This is an optimization exercise on Yosys and OpenROAD, whose aim is small area, not a production implementation.
The RTL was checked by simulation tests, not by an equivalence proof against the original design.
In every run shown here, the design's own scripts or RTL, not TritonCTS, make the clock network.
The clock port is modelled as an ideal driver, which makes a skipped or thinned clock tree look cheaper than it is; a real chip needs a root buffer or a tree.
No activity file was given, so power comes from the tool's default toggle rates.

$ cat flow/config.mk
export PLATFORM = sky130hd
export DESIGN_NAME = sccb_target
export DESIGN_NICKNAME = sccb_target
export VERILOG_FILES = /design/flow/design.v
export SDC_FILE = /design/flow/constraint.sdc
export NUM_CORES = 4
export LEC_CHECK = 0
export CAP_MARGIN = 20
export CORE_MARGIN = 2
export CORE_UTILIZATION = 70
export PLACE_DENSITY = 0.8
export SLEW_MARGIN = 20
$ cat flow/constraint.sdc
create_clock -name core_clock -period 10.0 [get_ports {clk}]
set_input_delay 2.0000 -clock core_clock [delete_from_list [all_inputs] [get_ports {clk}]]
set_output_delay 2.0000 -clock core_clock [all_outputs]
set_load 0.01 [all_outputs]
$ cat flow/design.v
module sccb_target #(
  parameter logic [7:0] DEV_ADDR = 8'h60
) (
  input  logic       clk,
  input  logic       reset,
  input  logic       scl,
  input  logic       sda_in,
  output logic       sda,
  output logic       sda_oe,
  output logic       wr_stb,
  output logic [7:0] wr_addr,
  output logic [7:0] wr_data,
  output logic       busy
);
  typedef enum logic [2:0] {
    IDLE, DEV, DEV_ACK, SUB, WACK, WDAT, RDAT, RD_ACK
  } state_t;
  logic       scl_s1, scl_s2, scl_h, scl_h2;
  logic       sda_s1, sda_s2, sda_h, sda_h2;
  logic       scl_rise, scl_fall, bus_start, bus_stop;
  state_t     state, state_n;
  logic [8:0] shift, shift_n;
  logic [7:0] ptr, ptr_n;
  logic       sda_oe_n, busy_n, wr_stb_n;
  logic       reg_we, wr_vld;
  logic [7:0] rx_byte, rd_byte;
  logic       rx_last, tx_done;
  logic [127:0][7:0] bank0, bank1;
  logic [6:0] phase;
  logic [7:0] pend_addr, pend_data;
  logic [7:0] rbuf, ptr_inc;
  logic       commit, reading, at_ptr, after_ptr, rd_bank;
  logic [7:0] head0, head1;
  assign sda = 1'b0;
  assign rx_byte = {shift[6:0], sda_h};
  assign rx_last = shift[7];
  assign tx_done = (shift[7:0] == 8'h00);
  assign rd_byte = rbuf;
  assign scl_rise  = scl_h & ~scl_h2;
  assign scl_fall  = ~scl_h & scl_h2;
  assign bus_start = scl_h & scl_h2 & sda_h2 & ~sda_h;
  assign bus_stop  = scl_h & scl_h2 & ~sda_h2 & sda_h;
  always_ff @(posedge clk or posedge reset) begin
    if (reset) begin
      scl_s1 <= 1'b1;
      scl_s2 <= 1'b1;
      scl_h  <= 1'b1;
      scl_h2 <= 1'b1;
      sda_s1 <= 1'b1;
      sda_s2 <= 1'b1;
      sda_h  <= 1'b1;
      sda_h2 <= 1'b1;
    end else begin
      scl_s1 <= scl;
      scl_s2 <= scl_s1;
      scl_h  <= scl_s2;
      scl_h2 <= scl_h;
      sda_s1 <= sda_in;
      sda_s2 <= sda_s1;
      sda_h  <= sda_s2;
      sda_h2 <= sda_h;
    end
  end
  always_ff @(posedge clk or posedge reset) begin
    if (reset) begin
      state  <= IDLE;
      ptr    <= 8'h00;
      sda_oe <= 1'b0;
      busy   <= 1'b0;
      wr_stb <= 1'b0;
      wr_vld <= 1'b0;
    end else begin
      state  <= state_n;
      ptr    <= ptr_n;
      sda_oe <= sda_oe_n;
      busy   <= busy_n;
      wr_stb <= wr_stb_n;
      if (reg_we) wr_vld <= 1'b1;
    end
  end
  always_ff @(posedge clk) begin
    shift   <= shift_n;
  end
  assign wr_addr = wr_vld ? pend_addr : 8'h00;
  assign wr_data = wr_vld ? pend_data : 8'h00;
  assign ptr_inc   = ptr + 8'd1;
  assign reading   = (state == RDAT || state == RD_ACK);
  assign at_ptr    = (ptr[6:0] == phase);
  assign rd_bank   = reading ? ptr_inc[7] : ptr[7];
  assign commit = (pend_addr[6:0] == phase);
  assign head0  = (commit && !pend_addr[7]) ? pend_data : bank0[127];
  assign head1  = (commit &&  pend_addr[7]) ? pend_data : bank1[127];
  always_ff @(posedge clk) begin
    phase <= phase + 7'd1;
    bank0 <= {bank0[126:0], head0};
    bank1 <= {bank1[126:0], head1};
    if (reg_we) begin
      pend_addr <= ptr;
      pend_data <= rx_byte;
    end
    after_ptr <= at_ptr;
    if (reading ? after_ptr : at_ptr) rbuf <= rd_bank ? head1 : head0;
  end
  always_comb begin
    state_n   = state;
    shift_n   = shift;
    ptr_n     = ptr;
    sda_oe_n  = sda_oe;
    busy_n    = busy;
    wr_stb_n  = 1'b0;
    reg_we    = 1'b0;
    if (bus_start) begin
      state_n   = DEV;
      shift_n   = 9'h001;
      sda_oe_n  = 1'b0;
    end else if (bus_stop) begin
      state_n  = IDLE;
      sda_oe_n = 1'b0;
      busy_n   = 1'b0;
    end else begin
      case (state)
        DEV: if (scl_rise) begin
          shift_n   = {shift[7:0], sda_h};
          if (rx_last) begin
            if (rx_byte[7:1] == DEV_ADDR[7:1]) begin
              state_n = DEV_ACK;
              busy_n  = 1'b1;
            end else begin
              state_n = IDLE;
            end
          end
        end
        DEV_ACK: if (scl_fall) begin
          if (!sda_oe) begin
            sda_oe_n = 1'b1;
          end else if (shift[0]) begin   
            state_n   = RDAT;
            shift_n   = {rd_byte[6:0], 2'b10};
            sda_oe_n  = ~rd_byte[7];
          end else begin
            state_n   = SUB;
            sda_oe_n  = 1'b0;
            shift_n   = 9'h001;
          end
        end
        SUB: if (scl_rise) begin
          shift_n   = {shift[7:0], sda_h};
          if (rx_last) begin
            ptr_n     = rx_byte;
            state_n   = WACK;
          end
        end
        WACK: if (scl_fall) begin
          if (!sda_oe) begin
            sda_oe_n = 1'b1;
          end else begin
            state_n   = WDAT;
            sda_oe_n  = 1'b0;
            shift_n   = 9'h001;
          end
        end
        WDAT: if (scl_rise) begin
          shift_n   = {shift[7:0], sda_h};
          if (rx_last) begin
            reg_we    = 1'b1;
            wr_stb_n  = 1'b1;
            state_n   = WACK;
            ptr_n     = ptr_inc;
          end
        end
        RDAT: if (scl_fall) begin
          if (tx_done) begin
            sda_oe_n = 1'b0;
            state_n  = RD_ACK;
          end else begin
            sda_oe_n = ~shift[8];
            shift_n  = {shift[7:0], 1'b0};
          end
        end
        RD_ACK: if (scl_rise) begin
          if (!sda_h) begin
            state_n   = RDAT;
            ptr_n     = ptr_inc;
            shift_n   = {rbuf, 1'b1};
          end else begin
            state_n = IDLE;
          end
        end
        default: sda_oe_n = 1'b0;   
      endcase
    end
  end
endmodule
$ cat flow/flow/run.sh
#!/bin/bash
# The standard layout (standard.sh) with an area-oriented logic mapping and a leaner
# clock tree:
# - synthesis is the standard flow's own script with ABC's default area mapping (synth_area.tcl);
# - CTS without dummy loads, clustered onto clkbuf_8 leaf buffers (18 flip-flops each);
# - small port buffers;
# - after global routing, the leaf clock buffers become inverters (and the root buffer
#   too, so each flip-flop still sees two inversions), and the clock tree cells are
#   resized to the slew their loads allow (fixclk.tcl).
# Each run's full output goes to a log file in the folder this runs in.
set -euo pipefail
here=$(pwd)
export FLOW_WORK=$here
cts="-sink_clustering_enable -repair_clock_nets -dont_use_dummy_load"
cts="$cts -buf_list sky130_fd_sc_hd__clkbuf_8 -sink_clustering_size 30 -sink_clustering_max_diameter 70"
bash standard.sh finish \
  "SYNTH_SCRIPT=$here/flow/synth_area.tcl" \
  "CTS_ARGS=$cts" \
  "BUFFER_PORTS_ARGS=-buffer_cell sky130_fd_sc_hd__buf_1" \
  "POST_GLOBAL_ROUTE_TCL=$here/flow/fixclk.tcl" > "$here/standard.log" 2>&1
$ cat flow/flow/fixclk.tcl
# Sourced by ORFS's global_route.tcl after global routing (POST_GLOBAL_ROUTE_TCL).
# Turns the leaf clock buffers (and the root buffer, to keep the clock's polarity) into
# inverters, which drive the same load in less area, then sizes the clock tree cells from the global routes' parasitics: the buffers that drive
# flip-flops (leaf buffers) are upsized until the flip-flop clock pins are under
# fix_target, and the buffers that drive only other clock buffers (upper buffers) are
# made as small as their loads allow (input slew of the leaf buffers at most fix_upper,
# and the leaf buffers' own loads still under fix_target). Then it legalises, reroutes the
# changed nets, checks again, and rewrites the route guides.
set ::fix_target 0.120
set ::fix_upper 0.200
set ::fix_ladder {sky130_fd_sc_hd__clkbuf_1 sky130_fd_sc_hd__clkbuf_2 sky130_fd_sc_hd__clkbuf_4
  sky130_fd_sc_hd__clkbuf_8 sky130_fd_sc_hd__clkbuf_16}
set ::fix_inv_ladder {sky130_fd_sc_hd__inv_2 sky130_fd_sc_hd__inv_4 sky130_fd_sc_hd__inv_6
  sky130_fd_sc_hd__inv_8 sky130_fd_sc_hd__inv_12 sky130_fd_sc_hd__inv_16}

# The sizes a clock tree cell of master m may take, or {} for any other cell.
proc fix_sizes {m} {
  global fix_ladder fix_inv_ladder
  if {[lsearch -exact $fix_ladder $m] >= 0} { return $fix_ladder }
  if {[lsearch -exact $fix_inv_ladder $m] >= 0} { return $fix_inv_ladder }
  return {}
}

proc fix_pin_slew {pin} {
  set w 0
  foreach e {rise fall} {
    foreach a {min max} {
      set s [get_property $pin slew_${a}_$e]
      if {$s > $w} { set w $s }
    }
  }
  return $w
}

proc fix_loads {inst} {
  set out [get_pins -of_objects $inst -filter "direction==output"]
  return [get_pins -quiet -of_objects [get_nets -of_objects $out] -filter "direction==input"]
}

proc fix_load_slew {inst} {
  set w 0
  foreach p [fix_loads $inst] {
    set s [fix_pin_slew $p]
    if {$s > $w} { set w $s }
  }
  return $w
}

# 1 if every load of inst is a clock tree buffer.
proc fix_is_upper {inst} {
  foreach p [fix_loads $inst] {
    if {[fix_sizes [get_property [get_cells -of_objects $p] ref_name]] eq {}} {
      return 0
    }
  }
  return 1
}

proc fix_resize {inst step} {
  set m [get_property $inst ref_name]
  set sizes [fix_sizes $m]
  set i [expr {[lsearch -exact $sizes $m] + $step}]
  if {$i < 0 || $i >= [llength $sizes]} { return "" }
  set nm [lindex $sizes $i]
  replace_cell $inst $nm
  return $nm
}

# Upsize each leaf buffer whose flip-flops are over the target.
proc fix_up_leaves {} {
  global fix_target
  set n 0
  foreach inst [get_cells -quiet clkbuf_*] {
    if {[fix_is_upper $inst]} { continue }
    set w [fix_load_slew $inst]
    if {$w <= $fix_target} { continue }
    set m [get_property $inst ref_name]
    set nm [fix_resize $inst 1]
    if {$nm eq ""} {
      puts "fixclk: [get_full_name $inst] ($m) slew $w left as is"
      continue
    }
    puts "fixclk: [get_full_name $inst] $m -> $nm (slew $w)"
    incr n
  }
  return $n
}

# Upsize each upper buffer whose loads are over fix_upper.
proc fix_up_upper {} {
  global fix_upper
  set n 0
  foreach inst [get_cells -quiet clkbuf_*] {
    if {![fix_is_upper $inst]} { continue }
    set w [fix_load_slew $inst]
    if {$w <= $fix_upper} { continue }
    set m [get_property $inst ref_name]
    set nm [fix_resize $inst 1]
    if {$nm eq ""} { continue }
    puts "fixclk: [get_full_name $inst] $m -> $nm (slew $w)"
    incr n
  }
  return $n
}

# Downsize each upper buffer while its loads and its leaf buffers' loads stay in bounds.
proc fix_down_upper {} {
  global fix_target fix_upper
  set n 0
  foreach inst [get_cells -quiet clkbuf_*] {
    if {![fix_is_upper $inst]} { continue }
    while {1} {
      set m [get_property $inst ref_name]
      set nm [fix_resize $inst -1]
      if {$nm eq ""} { break }
      set ok [expr {[fix_load_slew $inst] <= $fix_upper - 0.005}]
      if {$ok} {
        foreach p [fix_loads $inst] {
          set c [get_cells -of_objects $p]
          if {![fix_is_upper $c] && [fix_load_slew $c] > $fix_target - 0.003} { set ok 0; break }
        }
      }
      if {!$ok} {
        replace_cell $inst $m
        break
      }
      puts "fixclk: [get_full_name $inst] $m -> $nm (down)"
      incr n
    }
  }
  return $n
}

# Replace clock buffer inst by an inverter of master m in the same place, on the same nets.
proc fix_to_inverter {inst m} {
  set blk [ord::get_db_block]
  set old [$blk findInst $inst]
  set in_net [[$old findITerm A] getNet]
  set out_net [[$old findITerm X] getNet]
  set loc [$old getLocation]
  odb::dbInst_destroy $old
  set new [odb::dbInst_create $blk [[ord::get_db] findMaster $m] "${inst}_inv"]
  $new setLocation [lindex $loc 0] [lindex $loc 1]
  $new setPlacementStatus PLACED
  [$new findITerm A] connect $in_net
  [$new findITerm Y] connect $out_net
}

# Inverting leaf buffers need the same number of inverters above them: the root buffer
# (the one the clock port drives) becomes an inverter too, so every flip-flop still sees
# two inversions. Done only if every clock tree cell is either a leaf driving only
# flip-flops or a buffer driving only clock tree cells.
proc fix_invert_tree {} {
  set leaves {}
  set root ""
  foreach inst [get_cells -quiet clkbuf_*] {
    set n_buf 0
    set n_ff 0
    foreach p [fix_loads $inst] {
      set c [get_cells -of_objects $p]
      if {[fix_sizes [get_property $c ref_name]] ne {}} {
        incr n_buf
      } elseif {[get_property $p is_clock]} {
        incr n_ff
      } else {
        puts "fixclk: [get_full_name $inst] drives [get_full_name $p], tree kept"
        return 0
      }
    }
    if {$n_buf > 0 && $n_ff > 0} {
      puts "fixclk: [get_full_name $inst] drives both buffers and flip-flops, tree kept"
      return 0
    }
    if {$n_ff > 0} { lappend leaves [get_full_name $inst] }
    set drv [get_pins -quiet -of_objects [get_nets -of_objects [get_pins -of_objects $inst -filter "direction==input"]] -filter "direction==output"]
    if {[llength $drv] == 0} {
      if {$root ne ""} { puts "fixclk: two roots, tree kept"; return 0 }
      set root [get_full_name $inst]
    }
  }
  if {$root eq "" || [llength $leaves] == 0 || [lsearch -exact $leaves $root] >= 0} {
    puts "fixclk: no separate root, tree kept"
    return 0
  }
  fix_to_inverter $root sky130_fd_sc_hd__inv_16
  foreach inst $leaves {
    fix_to_inverter $inst sky130_fd_sc_hd__inv_8
  }
  puts "fixclk: root $root and [llength $leaves] leaf buffers made inverters"
  return 1
}

# Downsize each leaf while its flip-flops stay under the target.
proc fix_down_leaves {} {
  global fix_target
  set n 0
  foreach inst [get_cells -quiet clkbuf_*] {
    if {[fix_is_upper $inst]} { continue }
    while {1} {
      set m [get_property $inst ref_name]
      set nm [fix_resize $inst -1]
      if {$nm eq ""} { break }
      if {[fix_load_slew $inst] > $fix_target - 0.003} {
        replace_cell $inst $m
        break
      }
      incr n
    }
  }
  return $n
}

set_propagated_clock [all_clocks]
# The reroute after legalising can change other clock nets, so check again until a round
# changes nothing.
for {set round 0} {$round < 6} {incr round} {
  set changed 0
  global_route -start_incremental
  estimate_parasitics -global_routing
  if {$round == 0} {
    if {[fix_invert_tree]} {
      estimate_parasitics -global_routing
      set n [fix_down_leaves]
      puts "fixclk: round $round downsized $n leaf inverters"
    }
    set n [fix_down_upper]
    puts "fixclk: round $round downsized $n upper buffers"
    incr changed $n
  }
  for {set it 0} {$it < 4} {incr it} {
    set n [expr {[fix_up_upper] + [fix_up_leaves]}]
    puts "fixclk: round $round pass $it upsized $n"
    incr changed $n
    if {$n == 0} { break }
  }
  detailed_placement
  global_route -end_incremental
  if {$changed == 0} { break }
}
check_placement -verbose
estimate_parasitics -global_routing
write_guides $::env(RESULTS_DIR)/route.guide
$ cat flow/flow/synth_area.tcl
# The standard flow's synthesis script (synth_recipe.tcl, which runs ORFS's synth.tcl) with one change:
# ABC maps the logic with Yosys's default (area-oriented) script instead of ORFS's
# delay-oriented one and without its delay target, as the design has several ns of setup slack. Flip-flops are mapped
# before ABC runs, so the registers, their names and cells are those of the standard synthesis.
proc abc {args} {
  set keep {}
  for {set i 0} {$i < [llength $args]} {incr i} {
    set a [lindex $args $i]
    if {$a in {-script -constr -D}} { incr i; continue }
    lappend keep $a
  }
  yosys abc {*}$keep
}
source $::env(FLOW_WORK)/synth_recipe.tcl
$ cat flow/standard.sh
#!/bin/bash
# synth_recipe.tcl (not shown) runs the flow's synth.tcl, then flattens the netlist and writes it again
# the make line also repeats each setting of config.mk as NAME=value (left out here)
make -C /OpenROAD-flow-scripts/flow DESIGN_CONFIG=/design/flow/config.mk WORK_HOME=/design/flow/orfs CLKGATE_MAP_FILE= SYNTH_SCRIPT=/design/flow/synth_recipe.tcl "${@:-finish}"
==> results of run 1 <==
-- cell families after synthesis --
logic type | Yosys count | synth area share
XOR/XNOR | 22 | 0.00436
adder cells (fa/ha/maj) | 2 | 0.000566
multiplexers | 28 | 0.00705
AND/OR/NAND/NOR | 110 | 0.0128
flip-flops | 2112 | 0.965
AO/OA/AOI/OAI | 61 | 0.00929
other | 1 | 0.0000849
buffers and inverters | 7 | 0.000680
-- where the power goes --
group          internal (mW)  switching (mW)  total, mW
Clock                  0.601            2.89       3.49
Sequential              8.44          0.0205       8.46
Combinational         0.0165          0.0294     0.0459
-- cells in the mapped netlist (2+ instances only) --
| master | number |
|---|---|
| or3_1 | 3 |
| xor2_1 | 6 |
| nand3_1 | 13 |
| nand2_1 | 22 |
| or2_0 | 3 |
| o21a_1 | 2 |
| edfxtp_1 | 24 |
| a22o_1 | 6 |
| nor2b_1 | 3 |
| dfxtp_1 | 2065 |
| ha_1 | 2 |
| dfrtp_1 | 15 |
| o22ai_1 | 3 |
| nor4_1 | 4 |
| dfstp_2 | 8 |
| nor2_1 | 24 |
| o311ai_0 | 3 |
| clkinv_1 | 6 |
| a31oi_1 | 7 |
| a211oi_1 | 3 |
| mux2_1 | 25 |
| and4_1 | 2 |
| nand4_1 | 4 |
| mux2i_1 | 3 |
| o21ai_0 | 11 |
| nor3_1 | 6 |
| or4_1 | 3 |
| and2_0 | 17 |
| a222oi_1 | 2 |
| a21oi_1 | 12 |
| a21o_1 | 5 |
| nand3b_1 | 2 |
| xnor2_1 | 16 |
-- final cells by class --
cell class	count	area share
sequential	2112	0.908
multi-input combinational	224	0.0324
tap	846	0.0225
timing repair buffer	24	0.00208
clock buffer	8	0.00426
inverter	80	0.0305
antenna	1	0.0000533
-- metal layers --
layer | up-vias | wire [microns] | track usage
li1 | 7519 | - | -
met4 | 0 | 1370 | 0.0546
met5 | - | 0 | 0
met3 | 86 | 1570 | 0.0265
met2 | 198 | 28700 | 0.260
met1 | 7190 | 26500 | 0.233
-- worst max path at each step --
| stage | startpoint | endpoint | depth (start not counted) |
|---|---|---|---|
| 2_1_floorplan | wr_vld | wr_data[7] | 1 |
| 3_3_place_gp | wr_vld | wr_addr[6] | 2 |
| 3_5_place_dp | wr_vld | wr_addr[1] | 2 |
| 4_1_cts | wr_vld | wr_addr[1] | 2 |
| 6_report | wr_vld | wr_addr[1] | 2 |
-- registers in the layout (all words and copies together), names as in the netlist --
name,count
bank0,1024
bank1,1024
shift,9
pend_addr,8
pend_data,8
ptr,8
rbuf,8
phase,7
state,3
after_ptr,1
busy,1
scl_h,1
scl_h2,1
scl_s1,1
scl_s2,1
sda_h,1
sda_h2,1
sda_oe,1
sda_s1,1
sda_s2,1
wr_stb,1
wr_vld,1
-- worst register-to-register path, delay by kind of cell, from the launching register on --
| kind | cells | cell delay, ns |
|---|---|---|
| muxes | 2 | 1.18 |
| DFF | 1 | 0.52 |
| and+or+nand+nor | 2 | 0.45 |
| xor gates and xnor gates | 1 | 0.18 |
-- through the flow --
step | power [mW] | setup WS (ns) | hold WS [ns]
3_5_place_dp | 8.69 | 7.12 | 0.312
6_report | 12.0 | 6.65 | 0.199
2_1_floorplan | 8.67 | 7.30 | 0.310
3_3_place_gp | 8.69 | 7.17 | 0.313
4_1_cts | 11.5 | 6.33 | 0.280
==> impl_metrics.json, run 1 <==
{
  "status": "complete, no violations",
  "cp.arrival_ns": 1.35,
  "gr-total-overflow": 0,
  "multi_input_area_sq_um": 1520,
  "antenna_found_initial": 3,
  "fmax_mhz": 298,
  "synth_top_area_share": 0.936,
  "io_pins": 24,
  "fillCellCount": 3349,
  "cp_max_fo": 17,
  "mostFrequentLayoutCell": "dfxtp_1",
  "reg2reg_depth": 5,
  "fin_setup_tns_ns": 0,
  "clk_latency_ns": 0.57,
  "hp-class": "flop to flop",
  "avgSynthCellArea_sq_um": 18.9,
  "slowest_delay_ns": 0.56,
  "hold_viol": 0,
  "dieWidth_microns": 255,
  "initial_core_util": 0.704,
  "layout-drive-gt1-share": 0.0384,
  "clock_skew_ns": 0.140,
  "drc": 0,
  "drv_cap": 0,
  "endpoint_kind": "output pin",
  "power.leakage_nw": 18.6,
  "layout_common_cells": "dfxtp_1, inv_16, mux2_1",
  "synth_edf_count": 24,
  "die_height_microns": 255,
  "post-route-util": 0.749,
  "die_area_sq_um": 65100,
  "holdBufCountCts": 0,
  "worst-r2r-setup-slack_ns": 7.35,
  "post-route-min-period_ns": 3.35,
  "cp_slowest_cell": "dfrtp_1",
  "hpwl_microns": 29100,
  "critical_path.top_delay_family": "flip-flops",
  "grt_pass1_vias": 15302,
  "cts_setup_buffers": 0,
  "io_buffers": 22,
  "rows": 92,
  "p_per_area_nw_per_um2": 256,
  "synth.area.top_cells": "dfxtp_1, edfxtp_1, dfrtp_1",
  "synth_cell_types": 46,
  "vias": 14993,
  "fin_crit_sh": 0.335,
  "async_flop_share": 0.0109,
  "worstHoldStart": "bank1[205]",
  "syn_nets": 2349,
  "critPathBufInv": 1,
  "synthCells": 2343,
  "regArea_sq_um": 42600,
  "yosys_warnings": 1,
  "routabilityCongestion": 0.809,
  "yosysTopAreaCell": "dfxtp_1",
  "viasPerCell": 4.55,
  "ys_ff_latch": 2112,
  "grt_usage": 0.164,
  "wl_microns": 58100,
  "setup_viol": 0,
  "placed_cell_area_sq_um": 45300,
  "syn_area_sq_um": 44200,
  "worstPathRequired_ns": 8.00,
  "startpoint_type": "flop",
  "drt_pass1_iterations": 5,
  "r2r_end": "rbuf[0]",
  "irDropWorstVdd_mv": 0.249,
  "placedCellCount": 3212,
  "critPathKind": "flop to output pin",
  "fin_nets": 2456,
  "final_area_sq_um": 47000,
  "syn2layout_area_growth_pct": 6.28,
  "tightest_slew_ns": 1.09,
  "grt_pass1_wl_microns": 81800,
  "path_cells": "and2_0 > buf_1",
  "core-area_sq_um": 62700,
  "hold_path_end": "bank1[213]",
  "layout.cells.non_filler": 3295,
  "seq_area_frac_synth": 0.965,
  "cts_sinks": 2112,
  "postRouteAntennaNets": 0,
  "drtIter0Drc": 834,
  "r2r-start": "ptr[0]",
  "drv_slew": 0,
  "clk_pin_slew_worst_paths_ns": 0.12,
  "worst_slew_margin_rel": 0.272,
  "grt_start_max_net_pins": 31,
  "worstHoldPathCells": 0,
  "wl_per_cell_microns": 17.6,
  "synth_ff_type": "dfxtp_1",
  "post_cts_resized": 0
}
==> run 2, diff against run 1 <==
--- a/flow/flow/run.sh
+++ b/flow/flow/run.sh
@@ -2,7 +2,7 @@
 # The standard layout (standard.sh) with an area-oriented logic mapping and a leaner
 # clock tree:
 # - synthesis is the standard flow's own script with ABC's default area mapping (synth_area.tcl);
-# - CTS without dummy loads, clustered onto clkbuf_8 leaf buffers (18 flip-flops each);
+# - CTS without dummy loads, clustered into leaf buffers of 24 flip-flops each;
 # - small port buffers;
 # - after global routing, the leaf clock buffers become inverters (and the root buffer
 #   too, so each flip-flop still sees two inversions), and the clock tree cells are
@@ -12,7 +12,7 @@
 here=$(pwd)
 export FLOW_WORK=$here
 cts="-sink_clustering_enable -repair_clock_nets -dont_use_dummy_load"
-cts="$cts -buf_list sky130_fd_sc_hd__clkbuf_8 -sink_clustering_size 30 -sink_clustering_max_diameter 70"
+cts="$cts -buf_list sky130_fd_sc_hd__clkbuf_8 -sink_clustering_size 24 -sink_clustering_max_diameter 60"
 bash standard.sh finish \
   "SYNTH_SCRIPT=$here/flow/synth_area.tcl" \
   "CTS_ARGS=$cts" \
--- a/flow/flow/fixclk.tcl
+++ b/flow/flow/fixclk.tcl
@@ -1,13 +1,13 @@
 # Sourced by ORFS's global_route.tcl after global routing (POST_GLOBAL_ROUTE_TCL).
 # Turns the leaf clock buffers (and the root buffer, to keep the clock's polarity) into
-# inverters, which drive the same load in less area, then sizes the clock tree cells from the global routes' parasitics: the buffers that drive
-# flip-flops (leaf buffers) are upsized until the flip-flop clock pins are under
-# fix_target, and the buffers that drive only other clock buffers (upper buffers) are
-# made as small as their loads allow (input slew of the leaf buffers at most fix_upper,
-# and the leaf buffers' own loads still under fix_target). Then it legalises, reroutes the
-# changed nets, checks again, and rewrites the route guides.
+# inverters, which drive the same load in less area. Then it sizes the clock tree cells
+# from the global routes' parasitics: the leaf cells (driving flip-flops) are upsized
+# until the flip-flop clock pins are under fix_target, and the upper cells (driving only
+# other clock tree cells) are made as small as their loads allow (input slew of the leaf
+# cells at most fix_upper, and the leaf cells' own loads still under fix_target). Then it
+# legalises, reroutes the changed nets, checks again, and rewrites the route guides.
 set ::fix_target 0.120
-set ::fix_upper 0.200
+set ::fix_upper 0.250
 set ::fix_ladder {sky130_fd_sc_hd__clkbuf_1 sky130_fd_sc_hd__clkbuf_2 sky130_fd_sc_hd__clkbuf_4
   sky130_fd_sc_hd__clkbuf_8 sky130_fd_sc_hd__clkbuf_16}
 set ::fix_inv_ladder {sky130_fd_sc_hd__inv_2 sky130_fd_sc_hd__inv_4 sky130_fd_sc_hd__inv_6
==> run 2 against run 1 <==
Still clean on timing, DRC and antenna. Clock-buffer cell count did not move. Register-to-register slack barely moved. Synthesized cell count did not move. Global-route usage rose by 0.16 points. Setup slack got worse by 0.037 ns. Die area did not move. Power rose by 0.16%. Core utilization rose by 0.10 points. Cell count rose by 0.55%. First-iteration DRC count fell by 4.6%. Critical endpoint unchanged. Largest power group unchanged.
==> impl_metrics.json, run 2 <==
{
  "syn_area_sq_um": 44200,
  "p_per_area_nw_per_um2": 256,
  "drv_slew": 0,
  "post-route-min-period_ns": 3.39,
  "met2WireLength_microns": 28700,
  "setup_viol": 0,
  "r2r_end": "rbuf[1]",
  "fillCellCount": 3326,
  "avgSynthCellArea_sq_um": 18.9,
  "irDropWorstVdd_mv": 0.222,
  "die_height_microns": 255,
  "dieWidth_microns": 255,
  "layout-drive-gt1-share": 0.0454,
  "path_cells": "and2_0 > buf_1",
  "fin_crit_sh": 0.339,
  "startpoint": "wr_vld",
  "worstPathRequired_ns": 8.00,
  "postRouteAntennaNets": 0,
  "syn2layout_area_growth_pct": 6.43,
  "mostFrequentLayoutCell": "dfxtp_1",
  "vias": 15122,
  "fin_setup_tns_ns": 0,
  "fmax_mhz": 295,
  "cp_slowest_cell": "dfrtp_1",
  "synth.most_common_cell": "dfxtp_1",
  "clk_pin_slew_worst_paths_ns": 0.10,
  "grt_start_max_net_pins": 25,
  "wl_per_cell_microns": 17.5,
  "seq_area_frac_synth": 0.965,
  "drv_cap": 0,
  "synthTopCellsByCount": "dfxtp_1, mux2_1, edfxtp_1, nor2_1, nand2_1",
  "ys_ff_latch": 2112,
  "synth_cell_types": 46,
  "yosysTopAreaCell": "dfxtp_1",
  "status": "complete, no violations",
  "clk_latency_ns": 0.58,
  "post_cts_resized": 0,
  "antenna_found_initial": 3,
  "critPathKind": "flop to output pin",
  "largestRegisters": "bank0 (1024), bank1 (1024), shift (9)",
  "tightest_slew_ns": 1.08,
  "slowest_delay_ns": 0.57,
  "critical_path.top_delay_family": "flip-flops",
  "hold_viol": 0,
  "r2r-start": "ptr[0]",
  "worst-r2r-setup-slack_ns": 7.34,
  "grt_pass1_vias": 15420,
  "cts_setup_buffers": 0,
  "grt_pass1_wl_microns": 82600,
  "startpoint_type": "flop",
  "drtIter0Drc": 796,
  "synth.area.top_cells": "dfxtp_1, edfxtp_1, dfrtp_1",
  "power.leakage_nw": 18.6,
  "die_area_sq_um": 65100,
  "dr.max_layer_used": "met4",
  "layout_common_cells": "dfxtp_1, inv_12, mux2_1",
  "synth_top_area_share": 0.936,
  "rows": 92,
  "reg2reg_depth": 5,
  "async_flop_share": 0.0109,
  "viasPerCell": 4.56,
  "drc": 0,
  "post-route-util": 0.750,
  "io_pins": 24,
  "layout_setup_ws_ns": 6.61,
  "fin_nets": 2474,
  "cts_sinks": 2112,
  "cp_max_fo": 17,
  "holdBufCountCts": 0,
  "critPathBufInv": 1,
  "syn_nets": 2349,
  "cp.arrival_ns": 1.39,
  "hp-class": "flop to flop",
  "drt_pass1_iterations": 5,
  "post-place-ws_ns": 7.12,
  "setup.worst_path.end": "wr_addr[1]",
  "routabilityCongestion": 0.809,
  "yosys_warnings": 1,
  "clock_skew_ns": 0.111,
  "endpoint_kind": "output pin",
  "core-area_sq_um": 62700,
  "worst_slew_margin_rel": 0.282,
  "io_buffers": 22,
  "hpwl_microns": 29100,
  "synthCells": 2343,
  "synth_ff_type": "dfxtp_1",
  "grt_usage": 0.165,
  "critical_path_depth": 2,
  "initial_core_util": 0.704,
  "wl_microns": 58100,
  "gr-total-overflow": 0,
  "dr_wl_met3_microns": 1660,
  "wl_met1_microns": 26200,
  "synth_edf_count": 24
}
run 2: final cells by class:
type                            count  area, sq um  area share
Sequential cell                  2112        42600       0.907
Inverter                           98         1500      0.0319
Timing Repair Buffer               24         97.6     0.00208
Clock buffer                        8          200     0.00426
Tap cell                          846         1060      0.0225
Multi-Input combinational cell    224         1520      0.0324
Antenna cell                        1         2.50   0.0000532
run 2: routing by layer:
layer,GRT usage,up-vias
met3,0.0273,106
met1,0.233,7269
li1,-,7561
met2,0.263,186
met5,0,-
met4,0.0588,0
run 2: worst min path at each step:
stage / depth (start not counted) / start / slack, ns / endpoint
floorplan: 0 / bank0[992] / 0.31 / bank0[1000]
global placement: 0 / bank0[435] / 0.31 / bank0[443]
detailed placement: 0 / bank0[215] / 0.31 / bank0[223]
CTS: 0 / bank1[19] / 0.29 / bank1[27]
finish: 0 / bank1[219] / 0.23 / bank1[227]
run 2: through the flow:
stage	hold slack, ns	power [mW]	cell area [sq um]	cells
after floorplan	0.310	8.67	44200	2343
after global placement	0.313	8.69	45300	3212
after detailed placement	0.312	8.69	45300	3212
after CTS	0.289	11.7	46700	3312
final	0.229	12.0	47000	3313
run 2: worst reg2reg max path, stage by stage, from the launching register on:
cell and delay (ns):
dfrtp_1 0.52, and4_1 0.30, nand4_1 0.14, xnor2_1 0.17
mux2i_1 0.81, mux2_1 0.39
run 2: cell families after synthesis:
kind of cell / count (synthesis) / share of synthesized area
DFF: 2112 / 0.965
and+or+nand+nor: 110 / 0.0128
AOI/OAI and AO/OA: 61 / 0.00929
muxes: 28 / 0.00705
xor gates and xnor gates: 22 / 0.00436
buffers and inverters: 7 / 0.000680
adders and majority gates: 2 / 0.000566
other: 1 / 0.0000849
run 2: power breakdown:
| part | leakage, nW | switching [mW] | internal [mW] |
|---|---|---|---|
| sequential | 17.1 | 0.0202 | 8.44 |
| clock | 0.775 | 2.91 | 0.610 |
| combinational | 0.664 | 0.0293 | 0.0165 |
==> run 3, diff against run 2 <==
--- a/flow/flow/fixclk.tcl
+++ b/flow/flow/fixclk.tcl
@@ -7,7 +7,7 @@
 # cells at most fix_upper, and the leaf cells' own loads still under fix_target). Then it
 # legalises, reroutes the changed nets, checks again, and rewrites the route guides.
 set ::fix_target 0.120
-set ::fix_upper 0.250
+set ::fix_upper 0.200
 set ::fix_ladder {sky130_fd_sc_hd__clkbuf_1 sky130_fd_sc_hd__clkbuf_2 sky130_fd_sc_hd__clkbuf_4
   sky130_fd_sc_hd__clkbuf_8 sky130_fd_sc_hd__clkbuf_16}
 set ::fix_inv_ladder {sky130_fd_sc_hd__inv_2 sky130_fd_sc_hd__inv_4 sky130_fd_sc_hd__inv_6
==> run 3 against run 2 <==
Routed wire length rose by 0.40%. First-iteration DRC count rose by 0.13%. Cell count did not move. Maximum frequency rose by 0.55%. Clock skew rose by 0.0050 ns. Worst hold slack got worse by 0.0019 ns. Core utilization barely moved. Clock power barely moved. Register-to-register slack got worse by 0.02 ns. Global-route usage did not move. Design area barely moved. Critical path type unchanged. Critical endpoint unchanged.
==> impl_metrics.json, run 3 <==
{
  "startpoint_type": "flop",
  "fin_crit_sh": 0.337,
  "r2r_end": "rbuf[1]",
  "intPower_mw": 9.07,
  "mostFrequentLayoutCell": "dfxtp_1",
  "cp.arrival_ns": 1.37,
  "worstHoldPathCells": 0,
  "yosys_warnings": 1,
  "synth.area.top_cells": "dfxtp_1, edfxtp_1, dfrtp_1",
  "synth_ff_type": "dfxtp_1",
  "met2WireLength_microns": 28900,
  "yosysTopAreaCell": "dfxtp_1",
  "syn_nets": 2349,
  "seq_area_frac_synth": 0.965,
  "p_per_area_nw_per_um2": 256,
  "clk_pin_slew_worst_paths_ns": 0.11,
  "worst-r2r-setup-slack_ns": 7.32,
  "rows": 92,
  "setup_viol": 0,
  "wl_per_cell_microns": 17.6,
  "reg2reg_depth": 5,
  "fmax_mhz": 296,
  "synth_edf_count": 24,
  "wl_microns": 58300,
  "antenna_found_initial": 3,
  "startpoint": "wr_vld",
  "largestRegisters": "bank0 (1024), bank1 (1024), shift (9)",
  "hp-class": "flop to flop",
  "worstPathRequired_ns": 8.00,
  "io_buffers": 22,
  "layout_common_cells": "dfxtp_1, inv_12, mux2_1",
  "dr.max_layer_used": "met4",
  "fin_setup_tns_ns": 0,
  "cts_setup_buffers": 0,
  "switching_share": 0.246,
  "multi_input_area_sq_um": 1520,
  "drt_pass1_iterations": 4,
  "cp_max_fo": 17,
  "regArea_sq_um": 42600,
  "clk_latency_ns": 0.55,
  "holdBufCountCts": 0,
  "grt_pass1_vias": 15420,
  "setup.worst_path.end": "wr_addr[1]",
  "die_height_microns": 255,
  "gr-total-overflow": 0,
  "die_area_sq_um": 65100,
  "syn_area_sq_um": 44200,
  "r2r-start": "ptr[0]",
  "hold-worst-slack_ns": 0.227,
  "post-route-min-period_ns": 3.37,
  "vias": 15127,
  "drtIter0Drc": 797,
  "cts_sinks": 2112,
  "clock_skew_ns": 0.116,
  "layout-drive-gt1-share": 0.0454,
  "grt_start_max_net_pins": 25,
  "dieWidth_microns": 255,
  "drc": 0,
  "drv_slew": 0,
  "endpoint_kind": "output pin",
  "grt_pass1_wl_microns": 82600,
  "power_frac_comb": 0.004,
  "tightest_slew_ns": 1.09,
  "critPathKind": "flop to output pin",
  "routabilityCongestion": 0.809,
  "fillCellCount": 3340,
  "post_cts_resized": 0,
  "seqPwrFrac": 0.703,
  "ys_ff_latch": 2112,
  "syn2layout_area_growth_pct": 6.43,
  "dr_wl_met3_microns": 1510,
  "switchingPower_mw": 2.96,
  "synth.most_common_cell": "dfxtp_1",
  "synthCells": 2343,
  "irDropWorstVdd_mv": 0.225,
  "initial_core_util": 0.704,
  "io_pins": 24,
  "power_frac_clock": 0.293,
  "drv_cap": 0,
  "viasPerCell": 4.57,
  "avgSynthCellArea_sq_um": 18.9,
  "postRouteAntennaNets": 0,
  "status": "complete, no violations",
  "synth_top_area_share": 0.936,
  "synthTopCellsByCount": "dfxtp_1, mux2_1, edfxtp_1, nor2_1, nand2_1",
  "worst_slew_margin_rel": 0.272,
  "async_flop_share": 0.0109,
  "hpwl_microns": 29100,
  "wl_met1_microns": 26400,
  "power.leakage_nw": 18.6,
  "hold_viol": 0,
  "grt_usage": 0.165,
  "core-area_sq_um": 62700,
  "fin_nets": 2474,
  "synth_cell_types": 46
}
==> run 3: cell counts after synthesis <==
No cell type changed its count.
==> run 3: metrics by stage <==
step           std cells  area [sq um]  setup slack [ns]   util  power [mW]
6_report            3313         47000              6.63  0.750        12.0
4_1_cts             3312         46700              6.31  0.745        11.7
3_5_place_dp        3212         45300              7.12  0.723        8.69
3_3_place_gp        3212         45300              7.17  0.723        8.69
2_1_floorplan       2343         44200              7.30      -        8.67
==> run 3: per-layer routing <==
metal / GRT usage / vias to the layer above
met1: 0.233 / 7261
li1: - / 7566
met3: 0.0273 / 111
met5: 0 / -
met2: 0.263 / 189
met4: 0.0588 / 0
==> run 3: logic make-up (layout without fill, tap and decap cells) <==
family | count (synthesis) | in the layout | synth area share
fa+ha+maj | 2 | 2 | 0.000566
xor+xnor | 22 | 22 | 0.00436
mux | 28 | 28 | 0.00705
simple gates | 110 | 110 | 0.0128
compound gates | 61 | 61 | 0.00929
other cells | 1 | 2 | 0.0000849
buf+inv | 7 | 130 | 0.000680
flops | 2112 | 2112 | 0.965
==> run 3: cell type report <==
type                       count  share of cell area
antenna                        1           0.0000532
clock buffer                   8             0.00426
inverter                      98              0.0319
multi-input combinational    224              0.0324
sequential                  2112               0.907
tap                          846              0.0225
timing repair buffer          24             0.00208
==> run 3: power by group through the flow <==
stage                     clock [mW]  combinational, mW  sequential, mW
after global placement             0             0.0449            8.65
after CTS                       3.15             0.0453            8.46
final                           3.52             0.0458            8.46
after detailed placement           0             0.0448            8.65
after floorplan                    0             0.0339            8.64
==> run 3: critical path, cell delays in order, from the launching register on <==
cell and delay, ns:
dfrtp_1 0.57, and2_0 0.20, buf_1 0.16
==> run 3: worst min path at each step <==
stage	from	to
after floorplan	bank0[992]	bank0[1000]
after global placement	bank0[435]	bank0[443]
after detailed placement	bank0[215]	bank0[223]
after CTS	bank1[19]	bank1[27]
final	bank1[219]	bank1[227]
==> run 4, diff against run 3 <==
--- a/flow/flow/run.sh
+++ b/flow/flow/run.sh
@@ -12,7 +12,7 @@
 here=$(pwd)
 export FLOW_WORK=$here
 cts="-sink_clustering_enable -repair_clock_nets -dont_use_dummy_load"
-cts="$cts -buf_list sky130_fd_sc_hd__clkbuf_8 -sink_clustering_size 24 -sink_clustering_max_diameter 60"
+cts="$cts -buf_list sky130_fd_sc_hd__clkbuf_8 -sink_clustering_size 27 -sink_clustering_max_diameter 65"
 bash standard.sh finish \
   "SYNTH_SCRIPT=$here/flow/synth_area.tcl" \
   "CTS_ARGS=$cts" \
==> run 4 against run 3 <==
Sequential share of layout area is essentially flat. Critical path depth is the same. Setup slack improved by 0.030 ns. Via count rose by 0.32%. Global-route usage is 0.097 points higher. Synthesized cell count is the same. Clock-buffer cell count unchanged.
==> impl_metrics.json, run 4 <==
{
  "yosys_warnings": 1,
  "clk_pin_slew_worst_paths_ns": 0.11,
  "clk_latency_ns": 0.59,
  "layout-drive-gt1-share": 0.0415,
  "startpoint_type": "flop",
  "hold_viol": 0,
  "dr_wl_met3_microns": 1630,
  "initial_core_util": 0.704,
  "worstHoldStart": "bank1[228]",
  "synth.most_common_cell": "dfxtp_1",
  "r2r-start": "ptr[0]",
  "synth.area.top_cells": "dfxtp_1, edfxtp_1, dfrtp_1",
  "synth_edf_count": 24,
  "setup_viol": 0,
  "cp_slowest_cell": "dfrtp_1",
  "regArea_sq_um": 42600,
  "wl_microns": 61300,
  "met2WireLength_microns": 31400,
  "clock_skew_ns": 0.170,
  "grt_start_max_net_pins": 28,
  "grt_usage": 0.166,
  "hold_path_end": "bank1[236]",
  "ys_ff_latch": 2112,
  "async_flop_share": 0.0109,
  "worstHoldPathCells": 0,
  "holdBufCountCts": 0,
  "rows": 92,
  "placedCellCount": 3212,
  "drv_cap": 0,
  "cts_setup_buffers": 0,
  "worst-r2r-setup-slack_ns": 7.26,
  "mostFrequentLayoutCell": "dfxtp_1",
  "core-area_sq_um": 62700,
  "worstPathRequired_ns": 8.00,
  "post-route-min-period_ns": 3.34,
  "postRouteAntennaNets": 0,
  "gr-total-overflow": 0,
  "slowest_delay_ns": 0.56,
  "drtIter0Drc": 847,
  "fin_setup_tns_ns": 0,
  "synthCells": 2343,
  "synth_cell_types": 46,
  "yosysTopAreaCell": "dfxtp_1",
  "post_cts_resized": 0,
  "drv_slew": 0,
  "synthTopCellsByCount": "dfxtp_1, mux2_1, edfxtp_1, nor2_1, nand2_1",
  "drc": 0,
  "layout.cells.non_filler": 3303,
  "endpoint_kind": "output pin",
  "io_pins": 24,
  "synth_top_area_share": 0.936,
  "cp.arrival_ns": 1.34,
  "path_cells": "and2_0 > buf_1",
  "final_area_sq_um": 47000,
  "routabilityCongestion": 0.809,
  "io_buffers": 22,
  "cp_max_fo": 17,
  "hp-class": "flop to flop",
  "syn2layout_area_growth_pct": 6.47,
  "fin_nets": 2464,
  "multi_input_area_sq_um": 1520,
  "reg2reg_depth": 5,
  "drt_pass1_iterations": 5,
  "dr.max_layer_used": "met4",
  "grt_pass1_wl_microns": 83100,
  "wl_met1_microns": 26900,
  "die_height_microns": 255,
  "hpwl_microns": 29100,
  "tightest_slew_ns": 1.16,
  "worst_slew_margin_rel": 0.224,
  "die_area_sq_um": 65100,
  "power.leakage_nw": 18.6,
  "r2r_end": "rbuf[0]",
  "status": "complete, no violations",
  "wl_per_cell_microns": 18.6,
  "antenna_found_initial": 3,
  "largestRegisters": "bank0 (1024), bank1 (1024), shift (9)",
  "seq_area_frac_synth": 0.965,
  "viasPerCell": 4.59,
  "placed_cell_area_sq_um": 45300,
  "critPathKind": "flop to output pin",
  "fillCellCount": 3302,
  "cts_sinks": 2112,
  "p_per_area_nw_per_um2": 257,
  "synth_ff_type": "dfxtp_1",
  "post-place-ws_ns": 7.12,
  "syn_area_sq_um": 44200,
  "dieWidth_microns": 255,
  "irDropWorstVdd_mv": 0.264,
  "avgSynthCellArea_sq_um": 18.9,
  "fmax_mhz": 299,
  "fin_total_pwr_mw": 12.1,
  "layout_setup_ws_ns": 6.66,
  "syn_nets": 2349,
  "grt_pass1_vias": 15373,
  "vias": 15175,
  "layout_common_cells": "dfxtp_1, inv_16, mux2_1",
  "fin_crit_sh": 0.334
}
## run 4: worst max-delay path, delay by kind of cell, from the launching register on
kind / cells / cell delay, ns
simple gates: 1 / 0.20
flops: 1 / 0.56
buf+inv: 1 / 0.16
## run 4: metrics by stage
step                      hold WS (ns)  utilization
final                            0.170        0.750
after CTS                        0.222        0.743
after global placement           0.313        0.723
after detailed placement         0.312        0.723
after floorplan                  0.310            -
## run 4: logic make-up (layout without fill, tap and decap cells)
| group | count (synthesis) | after routing | share of synthesized area |
|---|---|---|---|
| compound gates | 61 | 61 | 0.00929 |
| flops | 2112 | 2112 | 0.965 |
| xor+xnor | 22 | 22 | 0.00436 |
| buf+inv | 7 | 120 | 0.000680 |
| simple gates | 110 | 110 | 0.0128 |
| fa+ha+maj | 2 | 2 | 0.000566 |
| mux | 28 | 28 | 0.00705 |
| other cells | 1 | 2 | 0.0000849 |
## run 4: how the worst max path moves through the flow
stage | slack (ns) | end | start
finish | 6.66 | wr_addr[1] | wr_vld
CTS | 6.34 | wr_addr[1] | wr_vld
detailed placement | 7.12 | wr_addr[1] | wr_vld
global placement | 7.17 | wr_addr[6] | wr_vld
floorplan | 7.30 | wr_data[7] | wr_vld
## run 4: per-layer routing
layer	vias up	GRT usage
met5	-	0
li1	7541	-
met3	91	0.0318
met2	172	0.263
met1	7371	0.237
met4	0	0.0481
## run 4: power by group
part           total [mW]  switching, mW  internal [mW]
combinational      0.0465         0.0300         0.0165
clock                3.60           2.97          0.629
sequential           8.46         0.0206           8.44
total                12.1           3.02           9.09
## run 4: final cells by class
class,count,area share
multi-input combinational,224,0.0323
antenna,1,0.0000532
clock buffer,8,0.00426
tap,846,0.0225
timing repair buffer,24,0.00207
sequential,2112,0.907
inverter,88,0.0323

==> separate check: timing with driven ports <==
How much do the figures lean on ideal ports? The routed layouts below were timed once more, with nothing changed but the port constraints. Step 1, drivers: a clkbuf_16 drives clk and a buf_2 each remaining input, both assumed. Step 2, shift: input delay + t, output delay - t, t = (earliest + latest rising clock arrival at the registers) / 2. This alone moves slack from input paths to output paths. a / b / c = ideal / step 1 / step 2; a / b = the first two.
| run | t, ns | setup slack, ns | worst setup path after step 2 | slew at the worst register clock pin (ns) | pins driven straight from the clock port |
|---|---|---|---|---|---|
| run 1 | 0.586 | 6.646 / 6.557 / 7.142 | register to output | 0.12 / 0.12 | 1 |
| run 2 | 0.590 | 6.608 / 6.528 / 7.117 | register to output | 0.11 / 0.11 | 1 |
| run 3 | 0.577 | 6.627 / 6.538 / 7.115 | register to output | 0.11 / 0.11 | 1 |
| run 4 | 0.593 | 6.657 / 6.566 / 7.159 | register to output | 0.12 / 0.12 | 1 |
After both steps setup and hold are still met in every run listed.
